What follows belongs to an exercise in optimizing a design on an open flow for small area; a production flow would make more cautious choices. No run shown here included a check of the RTL's function; only the layout flow was run. The clock port is modelled as an ideal driver; clocking choices that lean on that would not hold on a real chip. Power figures rest on the tool's default switching activity, not on a simulated workload.

===== flow/run.sh =====
#!/bin/bash
# synth_recipe.tcl (not shown) runs the flow's synth.tcl, then flattens the netlist and writes it again
# the make line also repeats each setting of config.mk as NAME=value (left out here)
make -C /OpenROAD-flow-scripts/flow DESIGN_CONFIG=/design/flow/config.mk WORK_HOME=/design/flow/orfs CLKGATE_MAP_FILE= SYNTH_SCRIPT=/design/flow/synth_recipe.tcl finish

===== flow/config.mk =====
export PLATFORM = sky130hd
export DESIGN_NAME = clk_gen_multi
export DESIGN_NICKNAME = clk_gen_multi
export VERILOG_FILES = /design/flow/design.v
export SDC_FILE = /design/flow/constraint.sdc
export NUM_CORES = 4
export LEC_CHECK = 0
export CAP_MARGIN = 20
export CORE_MARGIN = 2
export CORE_UTILIZATION = 40
export CTS_BUF_LIST = sky130_fd_sc_hd__clkbuf_4
export SLEW_MARGIN = 20

===== flow/constraint.sdc =====
create_clock -name core_clock -period 8.0 [get_ports {clk}]
set_input_delay 1.6000 -clock core_clock [delete_from_list [all_inputs] [get_ports {clk}]]
set_output_delay 1.6000 -clock core_clock [all_outputs]
set_load 0.01 [all_outputs]

===== flow/design.v =====
package clk_gen_pkg;
  localparam int CNT_W_DEF = 16;
  typedef logic [CNT_W_DEF-1:0] cnt_t;
  function automatic logic cfg_legal(input int unsigned period,
                                     input int unsigned high,
                                     input int unsigned phase,
                                     input int unsigned ch,
                                     input int unsigned num_ch);
    cfg_legal = (high != 32'd0) && (high < period) &&
                (phase < period) && (ch < num_ch);
  endfunction
endpackage
module clk_gen_chan
#(
  parameter int CNT_W = clk_gen_pkg::CNT_W_DEF
) (
  input  logic             clk,
  input  logic             rst_n,
  input  logic             enable,
  input  logic             ld,
  input  logic             wr_en,
  input  logic [CNT_W-1:0] wr_hm1,
  input  logic [CNT_W-1:0] wr_lm1,
  input  logic [CNT_W-1:0] wr_phase,
  output logic             pending,
  output logic             clk_out,
  output logic             rise_pulse
);
  logic             run_q, clk_out_q, rise_q, pend_q;
  logic [CNT_W-1:0] cnt_q, cnt_d;
  logic [CNT_W-1:0] hi_q, lo_q, ph_q, cur_lo_q;
  logic             zero, stay, boundary;
  assign zero     = (cnt_q == '0);
  assign stay     = run_q & enable;
  assign boundary = stay & ~clk_out_q & zero;
  logic s_dec, s_hi, s_lo, s_bus, s_ph;
  assign s_dec = stay & ~zero;
  assign s_hi  = stay & zero & ~clk_out_q;
  assign s_lo  = stay & zero & clk_out_q;
  assign s_bus = ~stay & wr_en;
  assign s_ph  = ~stay & ~wr_en;
  assign cnt_d = ({CNT_W{s_dec}} & (cnt_q - 1'b1)) |
                 ({CNT_W{s_hi}}  & hi_q) |
                 ({CNT_W{s_lo}}  & cur_lo_q) |
                 ({CNT_W{s_bus}} & wr_phase) |
                 ({CNT_W{s_ph}}  & ph_q);
  always_ff @(posedge clk) begin
    if (ld) begin
      hi_q <= wr_hm1;
      lo_q <= wr_lm1;
      ph_q <= wr_phase;
    end
    if (boundary) cur_lo_q <= lo_q;
    cnt_q <= cnt_d;
  end
  always_ff @(posedge clk) begin
    if (!rst_n) begin
      run_q     <= 1'b0;
      clk_out_q <= 1'b0;
      rise_q    <= 1'b0;
      pend_q    <= 1'b0;
    end else begin
      run_q     <= enable;
      clk_out_q <= stay & (clk_out_q ^ zero);
      rise_q    <= boundary;
      pend_q    <= stay & (wr_en | (pend_q & ~boundary));
    end
  end
  assign pending    = pend_q;
  assign clk_out    = clk_out_q;
  assign rise_pulse = rise_q;
endmodule
module clk_gen_multi
#(
  parameter int NUM_CH     = 8,
  parameter int CNT_W      = clk_gen_pkg::CNT_W_DEF,
  parameter int DEF_PERIOD = 10,
  parameter int DEF_HIGH   = 5
) (
  input  logic              clk,
  input  logic              rst_n,
  input  logic              cfg_valid,
  output logic              cfg_ready,
  input  logic [((NUM_CH > 1) ? $clog2(NUM_CH) : 1)-1:0] cfg_ch,
  input  logic [CNT_W-1:0]  cfg_period,
  input  logic [CNT_W-1:0]  cfg_high,
  input  logic [CNT_W-1:0]  cfg_phase,
  output logic              cfg_err,
  input  logic [NUM_CH-1:0] enable,
  output logic [NUM_CH-1:0] clk_out,
  output logic [NUM_CH-1:0] rise_pulse
);
  localparam int CH_W = (NUM_CH > 1) ? $clog2(NUM_CH) : 1;
  logic [NUM_CH-1:0]      pending;
  logic [(1<<CH_W)-1:0]   pending_pad;
  logic                   fire;
  logic                   legal;
  logic                   cfg_err_q;
  logic [CNT_W-1:0]       hm1, lm1;
  logic [CNT_W-1:0]       bus_hm1, bus_lm1, bus_phase;
  always_comb begin
    pending_pad             = '0;
    pending_pad[NUM_CH-1:0] = pending;
  end
  assign cfg_ready = ~pending_pad[cfg_ch];
  assign fire      = cfg_valid & cfg_ready;
  assign legal     = clk_gen_pkg::cfg_legal(32'(cfg_period), 32'(cfg_high),
                                   32'(cfg_phase), 32'(cfg_ch), 32'(NUM_CH));
  assign hm1       = cfg_high - 1'b1;
  assign lm1       = cfg_period + ~cfg_high;
  assign bus_hm1   = rst_n ? hm1       : CNT_W'(DEF_HIGH - 1);
  assign bus_lm1   = rst_n ? lm1       : CNT_W'(DEF_PERIOD - DEF_HIGH - 1);
  assign bus_phase = rst_n ? cfg_phase : '0;
  always_ff @(posedge clk) begin
    if (!rst_n) cfg_err_q <= 1'b0;
    else        cfg_err_q <= fire & ~legal;
  end
  assign cfg_err = cfg_err_q;
  for (genvar i = 0; i < NUM_CH; i++) begin : g_ch
    logic wr_en;
    assign wr_en = fire & legal & (cfg_ch == CH_W'(i));
    clk_gen_chan #(
      .CNT_W      (CNT_W)
    ) u_chan (
      .clk        (clk),
      .rst_n      (rst_n),
      .enable     (enable[i]),
      .ld         (wr_en | ~rst_n),
      .wr_en      (wr_en),
      .wr_hm1     (bus_hm1),
      .wr_lm1     (bus_lm1),
      .wr_phase   (bus_phase),
      .pending    (pending[i]),
      .clk_out    (clk_out[i]),
      .rise_pulse (rise_pulse[i])
    );
  end
endmodule

==> impl_metrics.json, run 1 <==
{
  "period_needed_ns": 5.37,
  "clock_sink_count": 673,
  "detailed_place_hpwl_um": 51100,
  "post_drt_via_cell_ratio": 5.52,
  "antenna_found_initial": 25,
  "cts.repair_timing.setup_buffer_count": 0,
  "ys_ff_latch": 673,
  "cp_num_buf_inv": 2,
  "cts_hold_buffers": 0,
  "power.ir.vdd_worst_uv": 128,
  "fp.dieArea_um2": 73300,
  "fin_setup_tns_ns": 0,
  "synth_flop_type": "edfxtp_1",
  "synth_enable_flop_cells": 512,
  "grt_max_degree": 49,
  "synth.most_common_cell": "edfxtp_1",
  "critPathLaunchType": "input port",
  "cts.path.max_buffers": 3,
  "hold_viol": 0,
  "core.rowCount": 97,
  "busiest_layer": "met2",
  "static-leakage-power_nw": 11.4,
  "yosysUniqueCellTypes": 68,
  "io_buffers": 79,
  "synthesis.yosys.warnings": 2,
  "ordered_cell_list_for_the_critical_path": "clkdlybuf4s50_1, mux4_2, mux2i_4, clkdlybuf4s50_1",
  "cp-startpoint": "cfg_ch[0]",
  "end_kind": "output port",
  "r2r_cells": 6,
  "max_stage_delay_ns": 0.72,
  "netlist.top_cell.by_area": "edfxtp_1",
  "floorplan.io_pins": 80,
  "timing.critical_path.depth": 4,
  "globalRouteMet2Util_pct": 35.2,
  "cp_common_cell": "clkdlybuf4s50_1",
  "fmaxAchievable_ghz": 0.186,
  "final_layout_size_suffix_gt1_share_pct": 16.7,
  "route.detailed.drc": 0,
  "crit_path_top_delay_cell": "clkdlybuf4s50_1",
  "cts_tree": "done",
  "ys_seq_area_share_pct": 65.3,
  "syn-num-nets": 2306,
  "max_cap_viol_count": 0,
  "final_net_count": 2486,
  "ys_async_sr_fraction_pct": 0,
  "top_cells_by_area_synth": "edfxtp_1 54%, dfxtp_1 11%, mux2i_1 4.8%",
  "first_iter_violations": 2057,
  "fin_worst_hold_slack_ns": 0.364,
  "drt_pass1_iterations": 5,
  "top_delay_family_on_crit_path": "buffers and inverters",
  "setup_viol_count_final": 0,
  "cts_root_buf": "clkbuf_4",
  "cp_data_required_time_ns": 6.40,
  "grt_use_met1_pct": 30.7,
  "drv_slew": 0,
  "ant_nets": 0,
  "insertion_delay_ns": 1.00,
  "hp-start": "g_ch[3].u_chan.lo_q[10]",
  "cts_buffers": 173,
  "gp_routability_congestion": 0.913,
  "worst_slew_margin_rel_pct": 17.8,
  "die_height_um": 271,
  "avgSynthCellArea_um2": 13.0,
  "rsz0062_at_grt": "no",
  "worst-r2r-setup-slack_ns": 4.39,
  "period_share_pct": 67.1,
  "cts-resized-gates": 0,
  "holdPathStages": 0,
  "cts.reportedPaths.clkPinSlew_ns": 0.07,
  "critical_path_peak_fanout": 7,
  "finalWirelength_um": 84200,
  "global_route.overflow_total": 0,
  "regToRegStartpoint": "g_ch[0].u_chan.pend_q",
  "mappedNetlistArea_um2": 28500,
  "cell_count_after_synthesis": 2189,
  "worst-slew-pin-transition_ns": 1.23,
  "detail_route.wl_per_cell_um": 24.3,
  "worstPathArrival_ns": 3.77,
  "h-tree-depth": 4,
  "power.density_cell_area_nw_per_um2": 246,
  "first_global_vias": 18500,
  "area_growth_pct": 15.5,
  "finalClockSkew_ns": 0.0518,
  "design.core.area_um2": 70300,
  "initial_core_util_pct": 40.5,
  "fp.dieW_um": 271,
  "groute.usage.overall_pct": 22.9,
  "criticalPathCategory": "input port to output port",
  "min-delay-path-class": "flip-flop to flip-flop",
  "synth_common_cells": "512 x edfxtp_1, 161 x dfxtp_1, 145 x nand2_1",
  "synth_top_area_share_pct": 54.0,
  "routed-via-count": 19100,
  "grtUsageMet3_pct": 6.22,
  "wire_length_of_the_first_global_routing_pass_um": 121000,
  "status": "finished clean"
}
## registers in the layout, indices dropped and copies added, names as in the netlist
| name | flops |
|---|---|
| g_ch.u_chan.cnt_q | 128 |
| g_ch.u_chan.cur_lo_q | 128 |
| g_ch.u_chan.hi_q | 128 |
| g_ch.u_chan.lo_q | 128 |
| g_ch.u_chan.ph_q | 128 |
| g_ch.u_chan.clk_out_q | 8 |
| g_ch.u_chan.pend_q | 8 |
| g_ch.u_chan.rise_q | 8 |
| g_ch.u_chan.run_q | 8 |
| cfg_err_q | 1 |
## path summary, 6_finish.rpt
path	end
hold / removal	g_ch[3].u_chan.cur_lo_q[10]
setup / recovery	cfg_ready
hold reg to reg	g_ch[3].u_chan.cur_lo_q[10]
setup reg to reg	g_ch[1].u_chan.lo_q[3]
## per-layer routing
metal,up-vias,wire length (um),share of wire [%]
met2,902,38600,46
met3,134,7150,8.5
met1,9378,36200,43
met4,4,2250,2.7
li1,8731,-,-
met5,-,26,0.031
## per-stage QoR
stage | instance area, um2 | util, % | power [mW] | setup slack (ns) | std cells
floorplan | 28500 | - | 4.66 | 2.48 | 2189
global placement | 30400 | 43.2 | 4.99 | 1.63 | 3133
detailed placement | 30400 | 43.3 | 5.01 | 1.53 | 3134
CTS | 32800 | 46.7 | 8.15 | 2.61 | 3456
global route | 32800 | 46.7 | 8.41 | 2.55 | 3460
finish | 32900 | 46.8 | 8.08 | 2.63 | 3469
## cell usage in the layout (no fill, tap or decap), types with 28 or more instances in the layout
cell type and count:
nand3_1 126, mux2i_1 136, and2_1 49, clkdlybuf4s50_1 78
o211ai_1 37, o21ai_0 68, nor4_1 28, xor2_1 50
clkbuf_4 292, a31oi_1 30, dfxtp_1 161, edfxtp_1 512
a211oi_1 73, buf_4 58, nor2b_1 40, nor2_1 79
nor3_1 46, nand2_1 137, a21oi_1 63, ha_1 54
inv_1 64, xnor2_1 59
## logic make-up (layout without fill, tap and decap cells)
group | after synthesis | in the layout | synth area share (%)
compound gates | 376 | 376 | 9.03
xor+xnor | 109 | 109 | 3.35
fa+ha+maj | 55 | 55 | 2.44
buf+inv | 196 | 523 | 2.96
flops | 673 | 673 | 65.3
mux | 150 | 150 | 5.45
other cells | 0 | 13 | 0
simple gates | 630 | 630 | 11.4
## layout make-up
| type | instances | area (um2) |
|---|---|---|
| Fill cell | 6300 | 37400 |
| Sequential cell | 673 | 18600 |
| Multi-Input combinational cell | 1320 | 9180 |
| Clock buffer | 292 | 2190 |
| Timing Repair Buffer | 137 | 1240 |
| Tap cell | 940 | 1180 |
| Inverter | 64 | 240 |
| Clock inverter | 30 | 213 |
| Antenna cell | 13 | 32.5 |
## worst register-to-register path, delay by kind of cell (launching register included)
family                 cells  cell delay [ns]
AO/OA/AOI/OAI              1             0.27
buffers and inverters      1             0.27
flip-flops                 1             0.38
multiplexers               1             0.55
AND/OR/NAND/NOR            3             1.79
## power breakdown
group | switching, mW | internal (mW)
registers | 0.130 | 4.09
logic | 0.478 | 0.243
clock network | 1.40 | 1.73
==> run 2, diff against run 1 <==
--- a/flow/design.v
+++ b/flow/design.v
@@ -33,25 +33,25 @@
   assign zero     = (cnt_q == '0);
   assign stay     = run_q & enable;
   assign boundary = stay & ~clk_out_q & zero;
-  logic s_dec, s_hi, s_lo, s_bus, s_ph;
+  logic s_dec, s_hi, s_lo, s_idle;
+  logic [CNT_W-1:0] ph_d;
   assign s_dec = stay & ~zero;
   assign s_hi  = stay & zero & ~clk_out_q;
   assign s_lo  = stay & zero & clk_out_q;
-  assign s_bus = ~stay & wr_en;
-  assign s_ph  = ~stay & ~wr_en;
+  assign s_idle = ~stay;
+  assign ph_d  = ({CNT_W{ld}} & wr_phase) | ({CNT_W{~ld}} & ph_q);
   assign cnt_d = ({CNT_W{s_dec}} & (cnt_q - 1'b1)) |
                  ({CNT_W{s_hi}}  & hi_q) |
                  ({CNT_W{s_lo}}  & cur_lo_q) |
-                 ({CNT_W{s_bus}} & wr_phase) |
-                 ({CNT_W{s_ph}}  & ph_q);
+                 ({CNT_W{s_idle}} & ph_d);
   always_ff @(posedge clk) begin
     if (ld) begin
       hi_q <= wr_hm1;
       lo_q <= wr_lm1;
-      ph_q <= wr_phase;
     end
     if (boundary) cur_lo_q <= lo_q;
     cnt_q <= cnt_d;
+    ph_q  <= ph_d;
   end
   always_ff @(posedge clk) begin
     if (!rst_n) begin
--- a/flow/config.mk
+++ b/flow/config.mk
@@ -8,5 +8,7 @@
 export CAP_MARGIN = 20
 export CORE_MARGIN = 2
 export CORE_UTILIZATION = 40
-export CTS_BUF_LIST = sky130_fd_sc_hd__clkbuf_4
+export CTS_BUF_LIST = sky130_fd_sc_hd__clkbuf_16
+export CTS_CLUSTER_DIAMETER = 60
+export CTS_CLUSTER_SIZE = 24
 export SLEW_MARGIN = 20
==> run 2 against run 1 <==
Effect of this change: critical path type is now input port to flip-flop; critical endpoint is now g_ch[4].u_chan.lo_q[15]; combinational power grew 110%; clock skew shrank 0.021 ns; highest routed layer is now met4; largest power group unchanged; utilization shrank 1.4 points.
==> impl_metrics.json, run 2 <==
{
  "status": "finished clean",
  "p_clk_share_pct": 30.2,
  "synth_common_cells": "384 x edfxtp_1, 289 x dfxtp_1, 212 x nor2_1",
  "synth.most_common_cell": "edfxtp_1",
  "fp.dieW_um": 267,
  "fin_setup_tns_ns": 0,
  "drv_slew": 0,
  "clock_sink_count": 673,
  "static-leakage-power_nw": 10.7,
  "regToRegStartpoint": "g_ch[2].u_chan.cnt_q[3]",
  "detail_route.wl_per_cell_um": 23.8,
  "cell_count_after_synthesis": 2258,
  "first_iter_violations": 1850,
  "end_kind": "flip-flop",
  "floorplan.io_pins": 80,
  "gp_routability_congestion": 0.893,
  "period_share_pct": 68.3,
  "design.core.area_um2": 68700,
  "wire_length_of_the_first_global_routing_pass_um": 113000,
  "io_buffers": 79,
  "worstPathArrival_ns": 5.74,
  "hold_viol": 0,
  "post_drt_via_cell_ratio": 5.52,
  "finalWirelength_um": 77800,
  "mappedNetlistArea_um2": 27800,
  "period_needed_ns": 5.46,
  "final_layout_size_suffix_gt1_share_pct": 10.4,
  "critical_path.endpoint": "g_ch[4].u_chan.lo_q[15]",
  "cp_data_required_time_ns": 8.27,
  "grt_max_degree": 112,
  "power.net_switching_mw": 2.42,
  "worst-r2r-setup-slack_ns": 4.53,
  "ant_nets": 0,
  "fmaxAchievable_ghz": 0.183,
  "cts_hold_buffers": 0,
  "cts.repair_timing.setup_buffer_count": 0,
  "critical_path_peak_fanout": 20,
  "rsz0062_at_grt": "no",
  "first_global_vias": 17200,
  "final_net_count": 2412,
  "top_cells_by_area_synth": "edfxtp_1 42%, dfxtp_1 21%, mux2i_1 6.6%",
  "min-delay-path-class": "flip-flop to flip-flop",
  "critPathLaunchType": "input port",
  "synth_top_area_share_pct": 41.5,
  "drt_pass1_iterations": 5,
  "global_route.overflow_total": 0,
  "final_common_cell": "edfxtp_1",
  "detailed_place_hpwl_um": 49600,
  "cts_root_buf": "clkbuf_16",
  "finalClockSkew_ns": 0.0306,
  "most_frequent_cells_in_the_layout": "384 x edfxtp_1, 288 x dfxtp_1, 192 x nor2_1, 181 x mux2i_1, 151 x nand2_1",
  "insertion_delay_ns": 0.61,
  "ys_async_sr_fraction_pct": 0,
  "cts.path.max_buffers": 3,
  "route.detailed.drc": 0,
  "yosysUniqueCellTypes": 69,
  "power.internal_mw": 5.61,
  "p_comb_share_pct": 18.9,
  "fin_total_pwr_mw": 8.03,
  "criticalPathCategory": "input port to flip-flop",
  "synth_enable_flop_cells": 384,
  "antenna_found_initial": 17,
  "r2r_cells": 6,
  "synthesis.yosys.warnings": 2,
  "holdPathStages": 0,
  "p_sw_share_pct": 30.1,
  "cts_tree": "done",
  "die_height_um": 267,
  "endpoint_of_the_lowest_slack_register_to_register_path": "g_ch[2].u_chan.cur_lo_q[12]",
  "syn-num-nets": 2375,
  "post-route-worst-setup-slack_ns": 2.54,
  "avgSynthCellArea_um2": 12.3,
  "place_ws_ns": 2.06,
  "max_cap_viol_count": 0,
  "core.rowCount": 96,
  "ys_ff_latch": 673,
  "fp.dieArea_um2": 71500,
  "ys_seq_area_share_pct": 62.4,
  "power.ir.vdd_worst_uv": 146,
  "cts.reportedPaths.clkPinSlew_ns": 0.10,
  "initial_core_util_pct": 40.4,
  "setup_viol_count_final": 0,
  "worst_slew_margin_rel_pct": 22.9,
  "cts_buffers": 44,
  "cts-resized-gates": 0,
  "seq_power_share_pct": 50.9,
  "h-tree-depth": 2,
  "post-route-util_pct": 45.3,
  "groute.usage.overall_pct": 21.6,
  "synth_flop_type": "edfxtp_1",
  "area_growth_pct": 12.2,
  "cp-startpoint": "cfg_period[7]",
  "power.density_cell_area_nw_per_um2": 258,
  "routed-via-count": 18000,
  "netlist.top_cell.by_area": "edfxtp_1",
  "worst-slew-pin-transition_ns": 1.16
}
## run 2: cell types whose count changed in the layout (fill, tap and decap cells not counted), moves of 25 or more
cell and delta:
clkbuf_4 -292, edfxtp_1 -128, dfxtp_1 +127, nor2_1 +113, nand3_1 -89, o31ai_1 +64, clkbuf_16 +46, mux2i_1 +45
mux2_2 +37, a211oi_1 -30, a31oi_1 -28, and2_1 -25
## run 2: cells by family after synthesis
kind of cell    after synthesis  synth area share (%)
buf+inv                     202                  3.26
flops                       673                  62.4
fa+ha+maj                    55                  2.51
compound gates              356                  8.74
simple gates                624                  10.8
mux                         234                  8.71
xor+xnor                    114                  3.60
## run 2: metal layers
layer	vias up	GRT usage (%)	part of all wire [%]
met5	-	0	0
met4	0	7.11	2.9
met3	124	2.78	7.4
met2	685	32.4	43
met1	8906	32.3	46
li1	8301	-	-
## run 2: power by group through the flow
stage / logic, mW / clock network, mW / registers [mW]
global placement: 1.47 / 0 / 4.15
finish: 1.52 / 2.42 / 4.09
global route: 1.66 / 2.59 / 4.11
CTS: 1.51 / 2.48 / 4.08
floorplan: 1.05 / 0 / 4.13
detailed placement: 1.50 / 0 / 4.16
## run 2: per-stage QoR
| step | hold WS, ns | instance area [um2] | cells |
|---|---|---|---|
| floorplan | 0.400 | 27800 | 2258 |
| global placement | 0.400 | 29600 | 3180 |
| detailed placement | 0.405 | 29600 | 3180 |
| CTS | 0.408 | 31100 | 3259 |
| global route | 0.420 | 31100 | 3259 |
| finish | 0.411 | 31200 | 3265 |
## run 2: how the worst min path moves through the flow
| stage | startpoint | end |
|---|---|---|
| finish | g_ch[5].u_chan.lo_q[8] | g_ch[5].u_chan.cur_lo_q[8] |
| global route | g_ch[5].u_chan.lo_q[7] | g_ch[5].u_chan.cur_lo_q[7] |
| CTS | g_ch[0].u_chan.lo_q[4] | g_ch[0].u_chan.cur_lo_q[4] |
| detailed placement | g_ch[0].u_chan.lo_q[5] | g_ch[0].u_chan.cur_lo_q[5] |
| global placement | g_ch[2].u_chan.lo_q[1] | g_ch[2].u_chan.cur_lo_q[1] |
| floorplan | g_ch[0].u_chan.lo_q[0] | g_ch[0].u_chan.cur_lo_q[0] |
## run 2: critical path, stage by stage
cell and delay (ns):
clkdlybuf4s50_1 0.75, inv_1 0.14, ha_1 0.38, and4_1 0.24
a2111oi_1 0.59, nor3_2 0.28, nor4_2 0.37, buf_4 0.38
nand2b_1 0.58, buf_4 0.40
## run 2: final cells by class
type	count	area, um2
fill	6259	37500
sequential	673	17300
multi-input combinational	1383	9760
timing repair buffer	131	1180
tap	931	1160
clock buffer	46	1150
clock inverter	33	332
inverter	62	240
antenna	6	15.0
==> run 3, diff against run 2 <==
--- a/flow/config.mk
+++ b/flow/config.mk
@@ -9,6 +9,6 @@
 export CORE_MARGIN = 2
 export CORE_UTILIZATION = 40
 export CTS_BUF_LIST = sky130_fd_sc_hd__clkbuf_16
-export CTS_CLUSTER_DIAMETER = 60
-export CTS_CLUSTER_SIZE = 24
+export CTS_CLUSTER_DIAMETER = 70
+export CTS_CLUSTER_SIZE = 30
 export SLEW_MARGIN = 20
==> run 3 against run 2 <==
Effect of this change: still clean; register-to-register slack hardly changed; fmax is 0.32% lower; hold slack worse by 0.012 ns; die area is the same; first-iteration DRC count is 0.70% lower; synthesized area unchanged; global-route usage down 0.093 points; routed wire length decreased by 0.46%; synthesized cell count did not move; sequential cell count did not move; sequential share of layout area is 0.38 points higher.
==> impl_metrics.json, run 3 <==
{
  "synthesis.yosys.warnings": 2,
  "cp_common_cell": "buf_4",
  "place_ws_ns": 2.06,
  "mappedNetlistArea_um2": 27800,
  "area_growth_pct": 11.5,
  "fin_total_pwr_mw": 7.84,
  "final_layout_size_suffix_gt1_share_pct": 10.0,
  "crit_path_top_delay_cell": "clkdlybuf4s50_1",
  "min-delay-path-class": "flip-flop to flip-flop",
  "fillers": 6276,
  "synth_enable_flop_cells": 384,
  "end_kind": "flip-flop",
  "period_needed_ns": 5.48,
  "yosysUniqueCellTypes": 69,
  "power.density_cell_area_nw_per_um2": 253,
  "synth_simple_gate_area_share_pct": 10.8,
  "first_global_vias": 17000,
  "ant_nets": 0,
  "regToRegStartpoint": "g_ch[2].u_chan.cnt_q[3]",
  "setup_viol_count_final": 0,
  "layout.area.seq_um2": 17300,
  "post-place-cells": 3180,
  "drt_pass1_iterations": 5,
  "groute.usage.overall_pct": 21.5,
  "wire_length_of_the_first_global_routing_pass_um": 112000,
  "finalClockSkew_ns": 0.0282,
  "avgSynthCellArea_um2": 12.3,
  "fmaxAchievable_ghz": 0.182,
  "main_combinational_cell_family_by_area_after_synthesis": "simple AND/OR/NAND/NOR gates",
  "insertedDiodeCount": 0,
  "die_height_um": 267,
  "cts_root_buf": "clkbuf_16",
  "ys_seq_area_share_pct": 62.4,
  "cell_count_after_synthesis": 2258,
  "finalNonFillerCells": 3246,
  "multi_input_area_um2": 9760,
  "cts.reportedPaths.clkPinSlew_ns": 0.11,
  "cts_tree": "done",
  "power.ir.vdd_worst_uv": 158,
  "antenna_found_initial": 24,
  "hold_viol": 0,
  "detail_route.wl_per_cell_um": 23.9,
  "top_cells_by_area_synth": "edfxtp_1 42%, dfxtp_1 21%, mux2i_1 6.6%",
  "synth.area.mux_share_pct": 8.71,
  "final_common_cell": "edfxtp_1",
  "final_net_count": 2404,
  "grt_max_degree": 112,
  "worst-slew-pin-transition_ns": 1.21,
  "period_share_pct": 68.5,
  "ordered_cell_list_for_the_critical_path": "clkdlybuf4s50_1, inv_1, ha_1, and4_1, a2111oi_1, nor3_2, nor4_2, buf_4, nand2b_1, buf_4",
  "synthAdderAreaFrac_pct": 2.51,
  "worst_hold_path.endpoint": "g_ch[0].u_chan.cur_lo_q[10]",
  "clock_sink_count": 673,
  "post-route-worst-setup-slack_ns": 2.52,
  "syn-num-nets": 2375,
  "synth.most_common_cell": "edfxtp_1",
  "top_delay_family_on_crit_path": "buffers and inverters",
  "cts.path.max_buffers": 3,
  "max_stage_delay_ns": 0.76,
  "hp-start": "g_ch[0].u_chan.lo_q[10]",
  "insertion_delay_ns": 0.61,
  "finalWirelength_um": 77400,
  "ys_ff_latch": 673,
  "cts_hold_buffers": 0,
  "core.rowCount": 96,
  "detailed_place_hpwl_um": 49600,
  "rsz0062_at_grt": "no",
  "synth-xor-area-share_pct": 3.60,
  "io_buffers": 79,
  "h-tree-depth": 2,
  "fp.dieArea_um2": 71500,
  "critPathLaunchType": "input port",
  "gp_routability_congestion": 0.893,
  "most_frequent_cells_in_the_layout": "384 x edfxtp_1, 288 x dfxtp_1, 192 x nor2_1, 181 x mux2i_1, 151 x nand2_1",
  "worst_slew_margin_rel_pct": 19.3,
  "floorplan.io_pins": 80,
  "cp_num_buf_inv": 4,
  "netlist.top_cell.by_area": "edfxtp_1",
  "synth-compound-area-share_pct": 8.74,
  "route.detailed.drc": 0,
  "synth_top_area_share_pct": 41.5,
  "initial_core_util_pct": 40.4,
  "drv_slew": 0,
  "global_route.overflow_total": 0,
  "ys_async_sr_fraction_pct": 0,
  "worst-r2r-setup-slack_ns": 4.54,
  "criticalPathCategory": "input port to flip-flop",
  "synth_flop_type": "edfxtp_1",
  "cp_data_required_time_ns": 8.29,
  "post_drt_via_cell_ratio": 5.51,
  "cts-resized-gates": 0,
  "max_cap_viol_count": 0,
  "status": "finished clean",
  "fin_worst_hold_slack_ns": 0.399,
  "worstPathArrival_ns": 5.77,
  "cts_buffers": 36,
  "first_iter_violations": 1837,
  "fp.dieW_um": 267,
  "routed-via-count": 17900,
  "endpoint_of_the_lowest_slack_register_to_register_path": "g_ch[2].u_chan.cur_lo_q[0]",
  "fin_setup_tns_ns": 0,
  "timing.critical_path.depth": 10,
  "design.core.area_um2": 68700,
  "r2r_cells": 6,
  "synth_common_cells": "384 x edfxtp_1, 289 x dfxtp_1, 212 x nor2_1",
  "cts.repair_timing.setup_buffer_count": 0,
  "static-leakage-power_nw": 10.6,
  "holdPathStages": 0,
  "critical_path_peak_fanout": 20
}
-- run 3: cell families (layout without fill, tap and decap cells) --
kind of cell,after synthesis,in the layout
flip-flops,673,673
multiplexers,234,234
XOR/XNOR,114,114
adder cells (fa/ha/maj),55,55
buffers and inverters,202,259
AO/OA/AOI/OAI,356,356
AND/OR/NAND/NOR,624,624
-- run 3: cell type report --
type / instances / area share, %
clock inverters: 29 / 1.16
well taps: 931 / 3.76
multi-input cells: 1383 / 31.5
flip-flops and latches: 673 / 56.0
repair buffers: 131 / 3.80
clock buffers: 37 / 2.99
inverters: 62 / 0.776
-- run 3: where the power goes --
group / total [mW] / internal, mW / leakage, nW / switching, mW
clock: 2.24 / 0.966 / 0.634 / 1.27
sequential: 4.09 / 3.96 / 5.98 / 0.120
combinational: 1.52 / 0.529 / 3.94 / 0.988
total: 7.84 / 5.46 / 10.6 / 2.38
-- run 3: how the worst max path moves through the flow --
stage | startpoint | to | slack, ns
3_3_place_gp | cfg_period[7] | g_ch[4].u_chan.hi_q[12] | 2.20
5_1_grt | cfg_high[0] | g_ch[4].u_chan.lo_q[14] | 2.41
4_1_cts | cfg_high[0] | g_ch[4].u_chan.hi_q[13] | 2.71
3_5_place_dp | cfg_high[0] | g_ch[4].u_chan.lo_q[13] | 2.06
6_report | cfg_period[7] | g_ch[4].u_chan.hi_q[13] | 2.52
2_1_floorplan | cfg_high[0] | g_ch[6].u_chan.hi_q[0] | 3.06
-- run 3: through the flow --
step | utilization [%] | area (um2)
after floorplan | - | 27800
after global placement | 43.1 | 29600
after detailed placement | 43.1 | 29600
after CTS | 45.0 | 30900
after global routing | 45.0 | 30900
final | 45.0 | 30900
-- run 3: worst register-to-register path, cell delays in order, from the launching register on --
cell     delay, ns
dfxtp_1       0.36
nor3_1        0.31
nor2b_1       0.40
nand2_1       0.24
or3_1         0.77
or3_1         0.52
inv_1         0.51
-- run 3: per-layer routing --
metal	global-route usage, %	vias up	wire (um)
li1	-	8257	-
met1	31.9	8811	35300
met2	31.5	689	32700
met3	3.81	128	6460
met4	7.75	2	2920
met5	0	-	11
==> run 4, diff against run 3 <==
--- a/flow/config.mk
+++ b/flow/config.mk
@@ -8,7 +8,7 @@
 export CAP_MARGIN = 20
 export CORE_MARGIN = 2
 export CORE_UTILIZATION = 40
-export CTS_BUF_LIST = sky130_fd_sc_hd__clkbuf_16
-export CTS_CLUSTER_DIAMETER = 70
-export CTS_CLUSTER_SIZE = 30
+export CTS_BUF_LIST = sky130_fd_sc_hd__clkbuf_8
+export CTS_CLUSTER_DIAMETER = 50
+export CTS_CLUSTER_SIZE = 16
 export SLEW_MARGIN = 20
==> run 4 against run 3 <==
Effect of this change: hold slack worse by 0.0041 ns; final area up 0.69%; count of clock-buffer cells in the layout up 32; synthesized cell count unchanged; cell count up 1.9%; sequential cell count unchanged; first-iteration DRC count down 2.8%; clock skew up 0.0090 ns; clock power up 6%; combinational power about the same; setup slack better by 0.12 ns; sequential power about the same; critical endpoint unchanged.
==> impl_metrics.json, run 4 <==
{
  "wire_length_of_the_first_global_routing_pass_um": 113000,
  "antenna_found_initial": 23,
  "setup_viol_count_final": 0,
  "route.detailed.drc": 0,
  "most_frequent_cells_in_the_layout": "384 x edfxtp_1, 288 x dfxtp_1, 192 x nor2_1, 181 x mux2i_1, 151 x nand2_1",
  "routed-via-count": 18100,
  "syn-num-nets": 2375,
  "gp_routability_congestion": 0.893,
  "power.density_cell_area_nw_per_um2": 256,
  "critical_path_peak_fanout": 20,
  "regToRegStartpoint": "g_ch[2].u_chan.cnt_q[3]",
  "synth_flop_type": "edfxtp_1",
  "cts_tree": "done",
  "fin_setup_tns_ns": 0,
  "cell_count_after_synthesis": 2258,
  "first_iter_violations": 1786,
  "static-leakage-power_nw": 10.7,
  "cts_buffers": 66,
  "status": "finished clean",
  "fp.dieW_um": 267,
  "top_delay_family_on_crit_path": "buffers and inverters",
  "core.rowCount": 96,
  "max_stage_delay_ns": 0.75,
  "first_global_vias": 17300,
  "cts.path.max_buffers": 3,
  "cts-resized-gates": 0,
  "p_clk_share_pct": 29.9,
  "ys_seq_area_share_pct": 62.4,
  "endpoint_of_the_lowest_slack_register_to_register_path": "g_ch[2].u_chan.cur_lo_q[3]",
  "critPathLaunchType": "input port",
  "post_drt_via_cell_ratio": 5.48,
  "cts_root_buf": "clkbuf_8",
  "worstPathArrival_ns": 5.71,
  "synthesis.yosys.warnings": 2,
  "cts.repair_timing.setup_buffer_count": 0,
  "worst_hold_path.endpoint": "g_ch[5].u_chan.cur_lo_q[8]",
  "period_share_pct": 67.1,
  "h-tree-depth": 3,
  "power.internal_mw": 5.58,
  "period_needed_ns": 5.37,
  "grt_max_degree": 112,
  "ys_async_sr_fraction_pct": 0,
  "cp_num_buf_inv": 4,
  "crit_path_top_delay_cell": "clkdlybuf4s50_1",
  "final_layout_size_suffix_gt1_share_pct": 11.8,
  "initial_core_util_pct": 40.4,
  "design.core.area_um2": 68700,
  "synth_top_area_share_pct": 41.5,
  "hp-start": "g_ch[5].u_chan.lo_q[8]",
  "cts_hold_buffers": 0,
  "die_height_um": 267,
  "max_cap_viol_count": 0,
  "synth.most_common_cell": "edfxtp_1",
  "worst-r2r-setup-slack_ns": 4.51,
  "insertion_delay_ns": 0.68,
  "ys_ff_latch": 673,
  "power.net_switching_mw": 2.41,
  "cts.reportedPaths.clkPinSlew_ns": 0.09,
  "ant_nets": 0,
  "criticalPathCategory": "input port to flip-flop",
  "p_comb_share_pct": 19.0,
  "groute.usage.overall_pct": 21.8,
  "finalInstanceArea_um2": 31200,
  "detail_route.wl_per_cell_um": 23.6,
  "final_net_count": 2434,
  "end_kind": "flip-flop",
  "cp_common_cell": "buf_4",
  "fillers": 6296,
  "seq_power_share_pct": 51.2,
  "mappedNetlistArea_um2": 27800,
  "finalWirelength_um": 78100,
  "cp_data_required_time_ns": 8.35,
  "final_common_cell": "edfxtp_1",
  "worst_slew_margin_rel_pct": 21.4,
  "holdPathStages": 0,
  "synth_common_cells": "384 x edfxtp_1, 289 x dfxtp_1, 212 x nor2_1",
  "area_after_dpl_um2": 29600,
  "ordered_cell_list_for_the_critical_path": "clkdlybuf4s50_1, inv_1, ha_1, and4_1, a2111oi_1, nor3_2, nor4_2, buf_4, nand2b_1, buf_4",
  "avgSynthCellArea_um2": 12.3,
  "min-delay-path-class": "flip-flop to flip-flop",
  "global_route.overflow_total": 0,
  "drt_pass1_iterations": 7,
  "fmaxAchievable_ghz": 0.186,
  "synth_enable_flop_cells": 384,
  "p_sw_share_pct": 30.1,
  "yosysUniqueCellTypes": 69,
  "floorplan.io_pins": 80,
  "r2r_cells": 6,
  "fp.dieArea_um2": 71500,
  "area_growth_pct": 12.2,
  "detailed_place_hpwl_um": 49600,
  "hold_viol": 0,
  "netlist.top_cell.by_area": "edfxtp_1",
  "rsz0062_at_grt": "no",
  "top_cells_by_area_synth": "edfxtp_1 42%, dfxtp_1 21%, mux2i_1 6.6%",
  "power.ir.vdd_worst_uv": 125,
  "finalClockSkew_ns": 0.0372,
  "clock_sink_count": 673,
  "worst-slew-pin-transition_ns": 1.18,
  "drv_slew": 0,
  "io_buffers": 79
}
## run 4: metrics by stage
stage / power, mW / hold WS, ns / util (%) / instances / worst slack [ns]
3_3_place_gp: 5.62 / 0.400 / 43.1 / 3180 / 2.20
2_1_floorplan: 5.18 / 0.400 / - / 2258 / 3.06
5_1_grt: 8.34 / 0.410 / 45.3 / 3302 / 2.47
4_1_cts: 8.03 / 0.391 / 45.3 / 3301 / 2.71
6_report: 7.99 / 0.395 / 45.4 / 3307 / 2.63
3_5_place_dp: 5.66 / 0.405 / 43.1 / 3180 / 2.06
## run 4: worst max-delay path by stage
stage / to / slack, ns / from / cells past startpoint
6_report: g_ch[4].u_chan.hi_q[13] / 2.63 / cfg_period[7] / 10
5_1_grt: g_ch[4].u_chan.hi_q[13] / 2.47 / cfg_high[0] / 13
4_1_cts: cfg_ready / 2.71 / cfg_ch[2] / 4
3_5_place_dp: g_ch[4].u_chan.lo_q[13] / 2.06 / cfg_high[0] / 13
3_3_place_gp: g_ch[4].u_chan.hi_q[12] / 2.20 / cfg_period[7] / 10
2_1_floorplan: g_ch[6].u_chan.hi_q[0] / 3.06 / cfg_high[0] / 12
## run 4: layout make-up
class | instances | area (um2) | area share (%)
tap | 931 | 1160 | 3.74
timing repair buffer | 131 | 1180 | 3.77
clock inverter | 52 | 536 | 1.72
antenna | 6 | 15.0 | 0.0482
sequential | 673 | 17300 | 55.6
inverter | 62 | 240 | 0.771
multi-input combinational | 1383 | 9760 | 31.3
clock buffer | 69 | 950 | 3.05
## run 4: metal layers
layer	global-route usage [%]	up-vias	part of all wire [%]	wire length, um
met5	0	-	0.014	11
met4	8.32	2	3.7	2890
met3	4.38	158	8.5	6610
met2	31.8	766	42	33200
met1	31.8	8875	45	35400
li1	-	8334	-	-
## run 4: cells by family (layout without fill, tap and decap cells)
group,Yosys count,after routing,share of synthesized area [%]
fa+ha+maj,55,55,2.51
other cells,0,6,0
flops,673,673,62.4
buf+inv,202,314,3.26
simple gates,624,624,10.8
compound gates,356,356,8.74
xor+xnor,114,114,3.60
mux,234,234,8.71
## run 4: power by group through the flow
stage,logic [mW],clock network (mW),registers [mW]
after global placement,1.47,0,4.15
final,1.52,2.38,4.09
after detailed placement,1.50,0,4.16
after floorplan,1.05,0,4.13
after global routing,1.66,2.57,4.11
after CTS,1.51,2.44,4.08
==> run 5, diff against run 4 <==
==> flow/flow/run.sh (new file) <==
#!/bin/bash
# Standard layout, but with the smallest buffer on each port.
cp standard.sh standard_copy.txt
cp config.mk config_copy.txt
export BUFFER_PORTS_ARGS="-buffer_cell sky130_fd_sc_hd__buf_1"
bash standard.sh > standard.log 2>&1
==> flow/standard.sh (new file) <==
#!/bin/bash
# synth_recipe.tcl (not shown) runs the flow's synth.tcl, then flattens the netlist and writes it again
# the make line also repeats each setting of config.mk as NAME=value (left out here)
make -C /OpenROAD-flow-scripts/flow DESIGN_CONFIG=/design/flow/config.mk WORK_HOME=/design/flow/orfs CLKGATE_MAP_FILE= SYNTH_SCRIPT=/design/flow/synth_recipe.tcl "${@:-finish}"
--- a/flow/config.mk
+++ b/flow/config.mk
@@ -8,7 +8,4 @@
 export CAP_MARGIN = 20
 export CORE_MARGIN = 2
 export CORE_UTILIZATION = 40
-export CTS_BUF_LIST = sky130_fd_sc_hd__clkbuf_8
-export CTS_CLUSTER_DIAMETER = 50
-export CTS_CLUSTER_SIZE = 16
 export SLEW_MARGIN = 20
removed: flow/run.sh
==> run 5 against run 4 <==
Effect of this change: still clean; sequential cell count unchanged; sequential share of layout area down 0.74 points; utilization up 0.62 points; clock power up 41%; synthesized area unchanged; largest cell class unchanged; highest routed layer unchanged.
==> impl_metrics.json, run 5 <==
{
  "grt_max_degree": 87,
  "period_share_pct": 58.1,
  "p_sw_share_pct": 27.6,
  "area_growth_pct": 13.8,
  "initial_core_util_pct": 40.4,
  "ys_async_sr_fraction_pct": 0,
  "cts.repair_timing.setup_buffer_count": 0,
  "synth_flop_type": "edfxtp_1",
  "hp-start": "g_ch[0].u_chan.lo_q[3]",
  "cts_root_buf": "clkbuf_16",
  "static-leakage-power_nw": 10.9,
  "criticalPathCategory": "input port to flip-flop",
  "holdPathStages": 0,
  "cp-startpoint": "cfg_high[0]",
  "p_comb_share_pct": 16.8,
  "post-route-util_pct": 46.0,
  "status": "finished clean",
  "worstPathArrival_ns": 4.92,
  "worst_hold_path.endpoint": "g_ch[0].u_chan.cur_lo_q[3]",
  "route.detailed.drc": 0,
  "top_cells_by_area_synth": "edfxtp_1 42%, dfxtp_1 21%, mux2i_1 6.6%",
  "ys_ff_latch": 673,
  "global_route.overflow_total": 0,
  "finalClockSkew_ns": 0.0245,
  "clock_sink_count": 673,
  "hold_viol": 0,
  "fmaxAchievable_ghz": 0.215,
  "period_needed_ns": 4.64,
  "ys_seq_area_share_pct": 62.4,
  "endpoint_of_the_lowest_slack_register_to_register_path": "g_ch[2].u_chan.cur_lo_q[0]",
  "cts_hold_buffers": 0,
  "mappedNetlistArea_um2": 27800,
  "routed-via-count": 18300,
  "cts.path.max_buffers": 3,
  "power.ir.vdd_worst_uv": 151,
  "fp.dieArea_um2": 71500,
  "detail_route.wl_per_cell_um": 24.2,
  "finalWirelength_um": 80400,
  "power.net_switching_mw": 2.47,
  "h-tree-depth": 3,
  "post_drt_via_cell_ratio": 5.52,
  "synth_top_area_share_pct": 41.5,
  "cell_count_after_synthesis": 2258,
  "cts_buffers": 71,
  "cts_tree": "done",
  "netlist.top_cell.by_area": "edfxtp_1",
  "io_buffers": 79,
  "critical_path_peak_fanout": 22,
  "cp_data_required_time_ns": 8.27,
  "final_common_cell": "edfxtp_1",
  "syn-num-nets": 2375,
  "insertion_delay_ns": 0.61,
  "fin_setup_tns_ns": 0,
  "groute.usage.overall_pct": 22.6,
  "gp_routability_congestion": 0.907,
  "avgSynthCellArea_um2": 12.3,
  "detailed_place_hpwl_um": 49900,
  "ant_nets": 0,
  "drv_slew": 0,
  "most_frequent_cells_in_the_layout": "384 x edfxtp_1, 287 x dfxtp_1, 192 x nor2_1, 181 x mux2i_1, 151 x nand2_1",
  "die_height_um": 267,
  "fillers": 6298,
  "synthesis.yosys.warnings": 2,
  "design.core.area_um2": 68700,
  "final_net_count": 2446,
  "worst-slew-pin-transition_ns": 1.25,
  "worst-r2r-setup-slack_ns": 4.52,
  "cts.reportedPaths.clkPinSlew_ns": 0.06,
  "regToRegStartpoint": "g_ch[2].u_chan.cnt_q[3]",
  "first_iter_violations": 1885,
  "wire_length_of_the_first_global_routing_pass_um": 117000,
  "synth_enable_flop_cells": 384,
  "r2r_cells": 6,
  "yosysUniqueCellTypes": 69,
  "rsz0062_at_grt": "no",
  "final_layout_size_suffix_gt1_share_pct": 11.8,
  "end_kind": "flip-flop",
  "setup_viol_count_final": 0,
  "drt_pass1_iterations": 5,
  "worst_slew_margin_rel_pct": 16.5,
  "p_clk_share_pct": 37.4,
  "synth_common_cells": "384 x edfxtp_1, 289 x dfxtp_1, 212 x nor2_1",
  "critPathLaunchType": "input port",
  "core.rowCount": 96,
  "seq_power_share_pct": 45.8,
  "cts-resized-gates": 0,
  "max_cap_viol_count": 0,
  "fp.dieW_um": 267,
  "min-delay-path-class": "flip-flop to flip-flop",
  "antenna_found_initial": 15,
  "power.density_cell_area_nw_per_um2": 283,
  "power.internal_mw": 6.48,
  "floorplan.io_pins": 80,
  "synth.most_common_cell": "edfxtp_1",
  "first_global_vias": 17500
}
==> run 5: cell counts after synthesis <==
Identical to the previous run, type by type.
==> run 5: per-layer routing <==
layer,up-vias,share of wire (%),track usage (%)
li1,8367,-,-
met1,9078,47,33.9
met2,719,42,33.0
met3,156,7.4,3.95
met4,6,3.2,7.23
met5,-,0.046,0
==> run 5: worst max-delay path by stage <==
stage                         endpoint  slack (ns)  depth (start not counted)
2_1_floorplan   g_ch[6].u_chan.hi_q[0]        3.06                         12
3_3_place_gp   g_ch[1].u_chan.hi_q[12]        2.91                         10
4_1_cts        g_ch[1].u_chan.hi_q[14]        3.40                         12
3_5_place_dp   g_ch[1].u_chan.lo_q[14]        2.76                         12
6_report       g_ch[1].u_chan.hi_q[14]        3.36                         12
5_1_grt        g_ch[1].u_chan.hi_q[14]        3.12                         12
==> run 5: critical path, cell delays in order <==
cell and delay, ns:
buf_1 0.11, inv_1 0.11, ha_1 0.20, inv_1 0.07, fa_1 0.41, nand3_1 0.10
nand2_1 0.08, a2111oi_1 0.51, nor3_2 0.25, nor4_2 0.52, nand2b_1 0.54, buf_4 0.40
==> run 5: kinds of logic (layout without fill, tap and decap cells) <==
| logic type | after synthesis | in the layout | share of synthesized area (%) |
|---|---|---|---|
| other | 0 | 2 | 0 |
| adders and majority gates | 55 | 55 | 2.51 |
| xor gates and xnor gates | 114 | 114 | 3.60 |
| and+or+nand+nor | 624 | 624 | 10.8 |
| buffers and inverters | 202 | 330 | 3.26 |
| muxes | 234 | 234 | 8.71 |
| AOI/OAI and AO/OA | 356 | 356 | 8.74 |
| DFF | 673 | 673 | 62.4 |
==> run 5: power groups by stage <==
| stage | Sequential [mW] | Combinational (mW) | Clock (mW) |
|---|---|---|---|
| floorplan | 4.13 | 1.05 | 0 |
| global placement | 4.15 | 1.46 | 0 |
| detailed placement | 4.16 | 1.48 | 0 |
| CTS | 4.09 | 1.49 | 3.40 |
| global route | 4.12 | 1.64 | 3.54 |
| finish | 4.09 | 1.50 | 3.35 |
==> run 5: cell type report <==
class / instances / area (um2) / area share [%]
Antenna cell: 2 / 5.00 / 0.0158
Timing Repair Buffer: 138 / 752 / 2.38
Sequential cell: 673 / 17300 / 54.8
Inverter: 62 / 240 / 0.761
Multi-Input combinational cell: 1383 / 9740 / 30.8
Clock buffer: 94 / 1970 / 6.23
Clock inverter: 36 / 394 / 1.25
Tap cell: 931 / 1160 / 3.69
==> run 5: through the flow <==
stage	hold slack [ns]	setup WS, ns	cell area (um2)	total power, mW	cells
2_1_floorplan	0.400	3.06	27800	5.18	2258
3_3_place_gp	0.400	2.91	29200	5.61	3185
3_5_place_dp	0.405	2.76	29200	5.65	3186
4_1_cts	0.407	3.40	31600	8.99	3316
5_1_grt	0.419	3.12	31600	9.30	3317
6_report	0.406	3.36	31600	8.94	3319
==> run 6, diff against run 5 <==
==> flow/flow/run.sh (replaced) <==
#!/bin/bash
# Standard layout with the smallest buffer on each port and an area-recovery pass after CTS.
export BUFFER_PORTS_ARGS="-buffer_cell sky130_fd_sc_hd__buf_1"
export POST_CTS_TCL=$(pwd)/flow/post_cts.tcl
bash standard.sh > standard.log 2>&1
==> flow/flow/post_cts.tcl (new file) <==
# Area recovery after CTS: downsize cells that have timing slack to spare.
log_cmd estimate_parasitics -placement
report_design_area
repair_timing -recover_power 100 -verbose
report_design_area
detailed_placement
check_placement -verbose
--- a/flow/config.mk
+++ b/flow/config.mk
@@ -8,4 +8,7 @@
 export CAP_MARGIN = 20
 export CORE_MARGIN = 2
 export CORE_UTILIZATION = 40
+export CTS_BUF_LIST = sky130_fd_sc_hd__clkbuf_16
+export CTS_CLUSTER_DIAMETER = 60
+export CTS_CLUSTER_SIZE = 24
 export SLEW_MARGIN = 20
==> run 6 against run 5 <==
Effect of this change: clock power is 24% lower; still clean on timing, DRC and antenna; non-clock buffer count rose by 26; synthesized area is the same; largest cell class unchanged; sequential cell count stayed put; hold slack improved by 0.0025 ns; clock skew increased by 0.011 ns; total power is 8.9% lower; final area shrank 1.7%; fmax shrank 5.9%; register-to-register slack lost 0.60 ns; die area unchanged.
==> impl_metrics.json, run 6 <==
{
  "mappedNetlistArea_um2": 27800,
  "finalClockSkew_ns": 0.0352,
  "fp.dieW_um": 267,
  "worstPathArrival_ns": 5.26,
  "ys_seq_area_share_pct": 62.4,
  "post_drt_via_cell_ratio": 5.52,
  "routed-via-count": 18200,
  "synth_top_area_share_pct": 41.5,
  "first_iter_violations": 2176,
  "fp.dieArea_um2": 71500,
  "period_share_pct": 61.7,
  "drt_pass1_iterations": 6,
  "setup_viol_count_final": 0,
  "io_buffers": 79,
  "final_layout_size_suffix_gt1_share_pct": 10.6,
  "fmaxAchievable_ghz": 0.203,
  "route.detailed.drc": 0,
  "worst-slew-pin-transition_ns": 1.17,
  "p_clk_share_pct": 31.2,
  "top_cells_by_area_synth": "edfxtp_1 42%, dfxtp_1 21%, mux2i_1 6.6%",
  "finalInstanceArea_um2": 31100,
  "ys_ff_latch": 673,
  "post-place-cells": 3186,
  "detail_route.wirelength.met1_um": 37400,
  "cell_count_after_synthesis": 2258,
  "synth.most_common_cell": "edfxtp_1",
  "power.internal_mw": 5.72,
  "fillers": 6319,
  "avgSynthCellArea_um2": 12.3,
  "gp_routability_congestion": 0.907,
  "hold_viol": 0,
  "most_frequent_cells_in_the_layout": "384 x edfxtp_1, 287 x dfxtp_1, 194 x nor2_1, 182 x mux2i_1, 151 x nand2_1",
  "wire_length_of_the_first_global_routing_pass_um": 116000,
  "power.net_switching_mw": 2.43,
  "syn-num-nets": 2375,
  "end_kind": "flip-flop",
  "power.ir.vdd_worst_uv": 146,
  "synthesis.yosys.warnings": 2,
  "static-leakage-power_nw": 10.7,
  "grt_max_degree": 87,
  "design.core.area_um2": 68700,
  "worst_slew_margin_rel_pct": 22.0,
  "core.rowCount": 96,
  "groute.usage.overall_pct": 22.3,
  "initial_core_util_pct": 40.4,
  "status": "finished clean",
  "synth_flop_type": "edfxtp_1",
  "power.density_cell_area_nw_per_um2": 262,
  "cp_data_required_time_ns": 8.32,
  "fin_worst_hold_slack_ns": 0.409,
  "drv_slew": 0,
  "synth_common_cells": "384 x edfxtp_1, 289 x dfxtp_1, 212 x nor2_1",
  "max_cap_viol_count": 0,
  "finalWirelength_um": 80100,
  "p_sw_share_pct": 29.8,
  "cts_tree": "done",
  "critical_path_peak_fanout": 21,
  "finalNonFillerCells": 3299,
  "fin_total_pwr_mw": 8.14,
  "seq_power_share_pct": 50.2,
  "final_common_cell": "edfxtp_1",
  "fin_setup_tns_ns": 0,
  "clock_sink_count": 673,
  "min-delay-path-class": "flip-flop to flip-flop",
  "met3_routed_length_um": 5770,
  "antenna_found_initial": 14,
  "synth_enable_flop_cells": 384,
  "area_after_dpl_um2": 29200,
  "topRoutingLayerUsed": "met5",
  "first_global_vias": 17300,
  "floorplan.io_pins": 80,
  "ant_nets": 0,
  "detailed_place_hpwl_um": 49900,
  "critPathLaunchType": "input port",
  "yosysUniqueCellTypes": 69,
  "area_growth_pct": 11.9,
  "criticalPathCategory": "input port to flip-flop",
  "p_comb_share_pct": 18.7,
  "detail_route.wl_per_cell_um": 24.3,
  "netlist.top_cell.by_area": "edfxtp_1",
  "final_net_count": 2446,
  "global_route.overflow_total": 0,
  "insertion_delay_ns": 0.62,
  "die_height_um": 267,
  "period_needed_ns": 4.94,
  "cts.reportedPaths.clkPinSlew_ns": 0.09,
  "met2WireLength_um": 34500,
  "rsz0062_at_grt": "no",
  "ys_async_sr_fraction_pct": 0
}
-- run 6: cell types whose count changed in the layout (fill, tap and decap cells not counted), moves of 8 or more --
cell       delta
clkinv_2     -11
clkinv_1      -9
clkbuf_16    -24
and2_0        +8
and2_1        -8
buf_6         +8
clkbuf_2     +20
buf_4        -34
-- run 6: final timing paths --
| kind | cells after the start | from | slack, ns | end |
|---|---|---|---|---|
| min reg2reg | 0 | g_ch[2].u_chan.lo_q[15] | 0.41 | g_ch[2].u_chan.cur_lo_q[15] |
| min | 0 | g_ch[2].u_chan.lo_q[15] | 0.41 | g_ch[2].u_chan.cur_lo_q[15] |
| max reg2reg | 6 | g_ch[0].u_chan.cnt_q[3] | 3.92 | g_ch[0].u_chan.cur_lo_q[15] |
| max | 16 | cfg_high[0] | 3.06 | g_ch[0].u_chan.hi_q[8] |
-- run 6: metal layers --
metal	up-vias	global-route usage, %
met4	4	7.50
met5	-	0
met2	702	32.8
met3	128	3.13
li1	8348	-
met1	9023	33.7
-- run 6: logic make-up after synthesis --
| logic type | share of synthesized area, % |
|---|---|
| and+or+nand+nor | 10.8 |
| xor gates and xnor gates | 3.60 |
| muxes | 8.71 |
| adders and majority gates | 2.51 |
| AOI/OAI and AO/OA | 8.74 |
| buffers and inverters | 3.26 |
| DFF | 62.4 |
-- run 6: worst max-delay path, cell delays in order --
cell	delay, ns
buf_1	0.11
inv_1	0.11
ha_1	0.20
inv_1	0.07
fa_1	0.41
nand3_1	0.10
nand2_1	0.08
a2111oi_0	0.59
nor3_2	0.15
buf_4	0.21
nor4_2	0.25
clkbuf_2	0.58
inv_1	0.12
nand2_1	0.10
clkbuf_2	0.34
buf_16	0.22
-- run 6: cell type report --
class	count	area (um2)	area share, %
clock buffers	50	1250	4.03
multi-input cells	1383	9670	31.1
well taps	931	1160	3.75
inverters	62	240	0.773
flip-flops and latches	673	17300	55.8
diodes	4	10.0	0.0322
repair buffers	164	1060	3.41
clock inverters	32	348	1.12
-- run 6: power by group through the flow --
| stage | combinational (mW) | sequential, mW | clock, mW |
|---|---|---|---|
| after floorplan | 1.05 | 4.13 | 0 |
| after global placement | 1.46 | 4.15 | 0 |
| after detailed placement | 1.48 | 4.16 | 0 |
| after global routing | 1.66 | 4.12 | 2.70 |
| final | 1.52 | 4.09 | 2.54 |
-- run 6: through the flow --
step	setup WS, ns	util, %
2_1_floorplan	3.06	-
3_3_place_gp	2.91	42.5
3_5_place_dp	2.76	42.5
5_1_grt	2.72	45.2
6_report	3.06	45.2
==> run 7, diff against run 6 <==
==> flow/run.sh (new file) <==
#!/bin/bash
# synth_recipe.tcl (not shown) runs the flow's synth.tcl, then flattens the netlist and writes it again
# the make line also repeats each setting of config.mk as NAME=value (left out here)
make -C /OpenROAD-flow-scripts/flow DESIGN_CONFIG=/design/flow/config.mk WORK_HOME=/design/flow/orfs CLKGATE_MAP_FILE= SYNTH_SCRIPT=/design/flow/synth_recipe.tcl finish
==> flow/config.mk (replaced) <==
export PLATFORM = sky130hd
export DESIGN_NAME = clk_gen_multi
export DESIGN_NICKNAME = clk_gen_multi
export VERILOG_FILES = /design/flow/design.v
export SDC_FILE = /design/flow/constraint.sdc
export NUM_CORES = 4
export LEC_CHECK = 0
export CAP_MARGIN = 0
export CORE_MARGIN = 2
export CORE_UTILIZATION = 60
export CTS_BUF_LIST = sky130_fd_sc_hd__clkbuf_16
export CTS_CLUSTER_DIAMETER = 70
export CTS_CLUSTER_SIZE = 30
export SLEW_MARGIN = 0
removed: flow/flow/run.sh
removed: flow/flow/post_cts.tcl
removed: flow/standard.sh
==> run 7 against run 6 <==
Effect of this change: still clean on timing, DRC and antenna; via count fell by 0.79%; combinational power barely moved; first-iteration DRC count fell by 13%; sequential share of layout area rose by 1.0 points; clock skew fell by 0.0062 ns; sequential cell count did not move; critical path type is now input port to output port; critical endpoint is now cfg_ready; highest routed layer unchanged.
==> impl_metrics.json, run 7 <==
{
  "rsz0062_at_grt": "no",
  "cts_tree": "done",
  "drt_pass1_iterations": 7,
  "final_common_cell": "edfxtp_1",
  "fp.dieArea_um2": 48000,
  "drv_slew": 0,
  "mappedNetlistArea_um2": 27800,
  "ant_nets": 0,
  "end_kind": "output port",
  "finalInstanceArea_um2": 30500,
  "area_after_dpl_um2": 29200,
  "io_buffers": 79,
  "cts.repair_timing.setup_buffer_count": 0,
  "initial_core_util_pct": 61.0,
  "post-route-worst-setup-slack_ns": 2.60,
  "clock_sink_count": 673,
  "routed-via-count": 18100,
  "antenna_found_initial": 15,
  "design.core.area_um2": 45500,
  "ys_ff_latch": 673,
  "regToRegStartpoint": "g_ch[4].u_chan.cnt_q[2]",
  "cts_hold_buffers": 0,
  "period_needed_ns": 5.40,
  "criticalPathCategory": "input port to output port",
  "detail_route.wl_per_cell_um": 26.2,
  "min-delay-path-class": "flip-flop to flip-flop",
  "cts_root_buf": "clkbuf_16",
  "h-tree-depth": 2,
  "area_growth_pct": 9.90,
  "first_iter_violations": 1902,
  "final_net_count": 2410,
  "groute.usage.overall_pct": 32.2,
  "worst-r2r-setup-slack_ns": 4.50,
  "floorplan.io_pins": 80,
  "synth_top_area_share_pct": 41.5,
  "most_frequent_cells_in_the_layout": "384 x edfxtp_1, 289 x dfxtp_1, 193 x nor2_1, 181 x mux2i_1, 151 x nand2_1",
  "gp_routability_congestion": 0.953,
  "synth_common_cells": "384 x edfxtp_1, 289 x dfxtp_1, 212 x nor2_1",
  "worstPathArrival_ns": 3.80,
  "core.rowCount": 78,
  "synthesis.yosys.warnings": 2,
  "worst_slew_margin_rel_pct": 13.4,
  "max_cap_viol_count": 0,
  "post_drt_via_cell_ratio": 6.19,
  "cell_count_after_synthesis": 2258,
  "netlist.top_cell.by_area": "edfxtp_1",
  "worst-slew-pin-transition_ns": 1.30,
  "holdPathStages": 0,
  "setup_viol_count_final": 0,
  "fillers": 3396,
  "cts_buffers": 36,
  "finalWirelength_um": 76400,
  "cts-resized-gates": 0,
  "fp.dieW_um": 219,
  "period_share_pct": 67.5,
  "ys_seq_area_share_pct": 62.4,
  "critPathLaunchType": "input port",
  "wire_length_of_the_first_global_routing_pass_um": 111000,
  "synth_enable_flop_cells": 384,
  "final_layout_size_suffix_gt1_share_pct": 10.1,
  "power.ir.vdd_worst_uv": 217,
  "synth.most_common_cell": "edfxtp_1",
  "synth_flop_type": "edfxtp_1",
  "hp-start": "g_ch[0].u_chan.lo_q[3]",
  "die_height_um": 219,
  "yosysUniqueCellTypes": 69,
  "avgSynthCellArea_um2": 12.3,
  "syn-num-nets": 2375,
  "static-leakage-power_nw": 10.6,
  "fmaxAchievable_ghz": 0.185,
  "global_route.overflow_total": 0,
  "endpoint_of_the_lowest_slack_register_to_register_path": "g_ch[4].u_chan.pend_q",
  "finalClockSkew_ns": 0.0290,
  "grt_max_degree": 109,
  "hold_viol": 0,
  "cts.reportedPaths.clkPinSlew_ns": 0.11,
  "cp_data_required_time_ns": 6.40,
  "place_ws_ns": 2.22,
  "fin_setup_tns_ns": 0,
  "first_global_vias": 16700,
  "cts.path.max_buffers": 3,
  "ys_async_sr_fraction_pct": 0,
  "route.detailed.drc": 0,
  "r2r_cells": 7,
  "insertion_delay_ns": 0.60,
  "worst_hold_path.endpoint": "g_ch[0].u_chan.cur_lo_q[3]",
  "top_cells_by_area_synth": "edfxtp_1 42%, dfxtp_1 21%, mux2i_1 6.6%",
  "status": "finished clean",
  "power.density_cell_area_nw_per_um2": 255,
  "detailed_place_hpwl_um": 47900,
  "critical_path_peak_fanout": 12
}
-- run 7: changes by cell type in the layout (fill, tap and decap cells not counted), sizes merged, moves of 3 or more --
cell	previous run	this run
clkdlybuf4s50	0	78
inv	81	77
buf	123	59
diode	4	1
clkinv	10	7
clkbuf	91	37
-- run 7: worst max-delay path by stage --
| stage | start | end | slack [ns] | cells past startpoint |
|---|---|---|---|---|
| after floorplan | cfg_high[0] | g_ch[6].u_chan.hi_q[0] | 3.06 | 12 |
| after global placement | cfg_high[0] | g_ch[1].u_chan.hi_q[14] | 2.27 | 12 |
| after detailed placement | cfg_high[0] | g_ch[1].u_chan.hi_q[14] | 2.22 | 12 |
| after CTS | cfg_ch[2] | cfg_ready | 2.58 | 4 |
| after global routing | cfg_high[0] | g_ch[7].u_chan.lo_q[5] | 2.54 | 13 |
| final | cfg_ch[2] | cfg_ready | 2.60 | 4 |
-- run 7: logic make-up after synthesis --
family                   share of synthesized area (%)
AND/OR/NAND/NOR                                   10.8
XOR/XNOR                                          3.60
AO/OA/AOI/OAI                                     8.74
multiplexers                                      8.71
adder cells (fa/ha/maj)                           2.51
buffers and inverters                             3.26
flip-flops                                        62.4
-- run 7: power breakdown --
part / switching, mW / leakage (nW) / internal [mW]
sequential: 0.121 / 5.98 / 3.96
clock: 1.21 / 0.609 / 0.980
combinational: 0.978 / 3.96 / 0.533
-- run 7: layer usage --
metal	part of all wire, %	vias to the layer above	GRT usage, %	wire length, um
li1	-	8277	-	-
met1	44	8908	47.8	33300
met2	44	760	48.2	33600
met3	9.7	112	6.86	7440
met4	2.7	4	8.83	2080
met5	0.035	-	0	27
-- run 7: cell type report --
| type | count | area [um2] | share of cell area (%) |
|---|---|---|---|
| Antenna cell | 1 | 2.50 | 0.00820 |
| Clock buffer | 37 | 926 | 3.03 |
| Clock inverter | 27 | 334 | 1.09 |
| Inverter | 62 | 238 | 0.779 |
| Multi-Input combinational cell | 1383 | 9720 | 31.9 |
| Sequential cell | 673 | 17300 | 56.8 |
| Tap cell | 600 | 751 | 2.46 |
| Timing Repair Buffer | 137 | 1220 | 4.00 |
-- run 7: stage by stage --
step                      cells  hold slack (ns)  total power, mW  utilization, %
after global routing       2919            0.421             8.09            67.1
after floorplan            2258            0.400             5.18               -
after detailed placement   2855            0.405             5.65            64.3
after global placement     2855            0.400             5.62            64.3
final                      2920            0.415             7.78            67.1
after CTS                  2919            0.419             7.79            67.1
-- run 7: worst max-delay path, cell delays in order --
cell             delay [ns]
clkdlybuf4s50_1        0.91
mux2i_1                0.21
mux4_2                 0.56
clkdlybuf4s50_1        0.51

==> what the ideal ports hide <==
The flow's constraints put no driver on any port. The routed layouts listed below were extracted and timed again, unchanged, in two steps.
Step 1: set_driving_cell puts a clkbuf_16 on clk and a buf_2 on each other input, an assumption about the parent block.
Step 2 times the ports against the registers' clock, not the clock port: input delays grow and output delays shrink by t, the midpoint of the rising clock arrivals with the driver on.
a / b / c = no drivers / after step 1 / after step 2; a / b = the first two.
run | t, ns | setup slack, ns | clock arrival spread, ns | slew at the worst register clock pin (ns) | worst slew at a driven data input, ns
run 1 | 1.029 | 2.629 / 2.491 / 1.814 | 0.060 / 0.060 | 0.07 / 0.07 | 0.14
run 2 | 0.652 | 2.536 / 2.555 / 1.912 | 0.031 / 0.032 | 0.10 / 0.10 | 0.13
run 3 | 0.653 | 2.519 / 2.545 / 1.892 | 0.037 / 0.037 | 0.11 / 0.11 | 0.11
run 4 | 0.721 | 2.634 / 2.582 / 1.939 | 0.038 / 0.038 | 0.10 / 0.10 | 0.10
run 5 | 0.659 | 3.356 / 3.356 / 2.734 | 0.025 / 0.025 | 0.06 / 0.06 | 0.18
run 6 | 0.661 | 3.064 / 3.104 / 2.443 | 0.037 / 0.037 | 0.09 / 0.09 | 0.19
run 7 | 0.643 | 2.602 / 2.570 / 2.201 | 0.029 / 0.029 | 0.11 / 0.11 | 0.10
After both steps setup and hold are still met in every run listed. The setup slack of run 1, which loses most, moves by -0.138 ns with the drivers and by -0.815 ns with both steps.
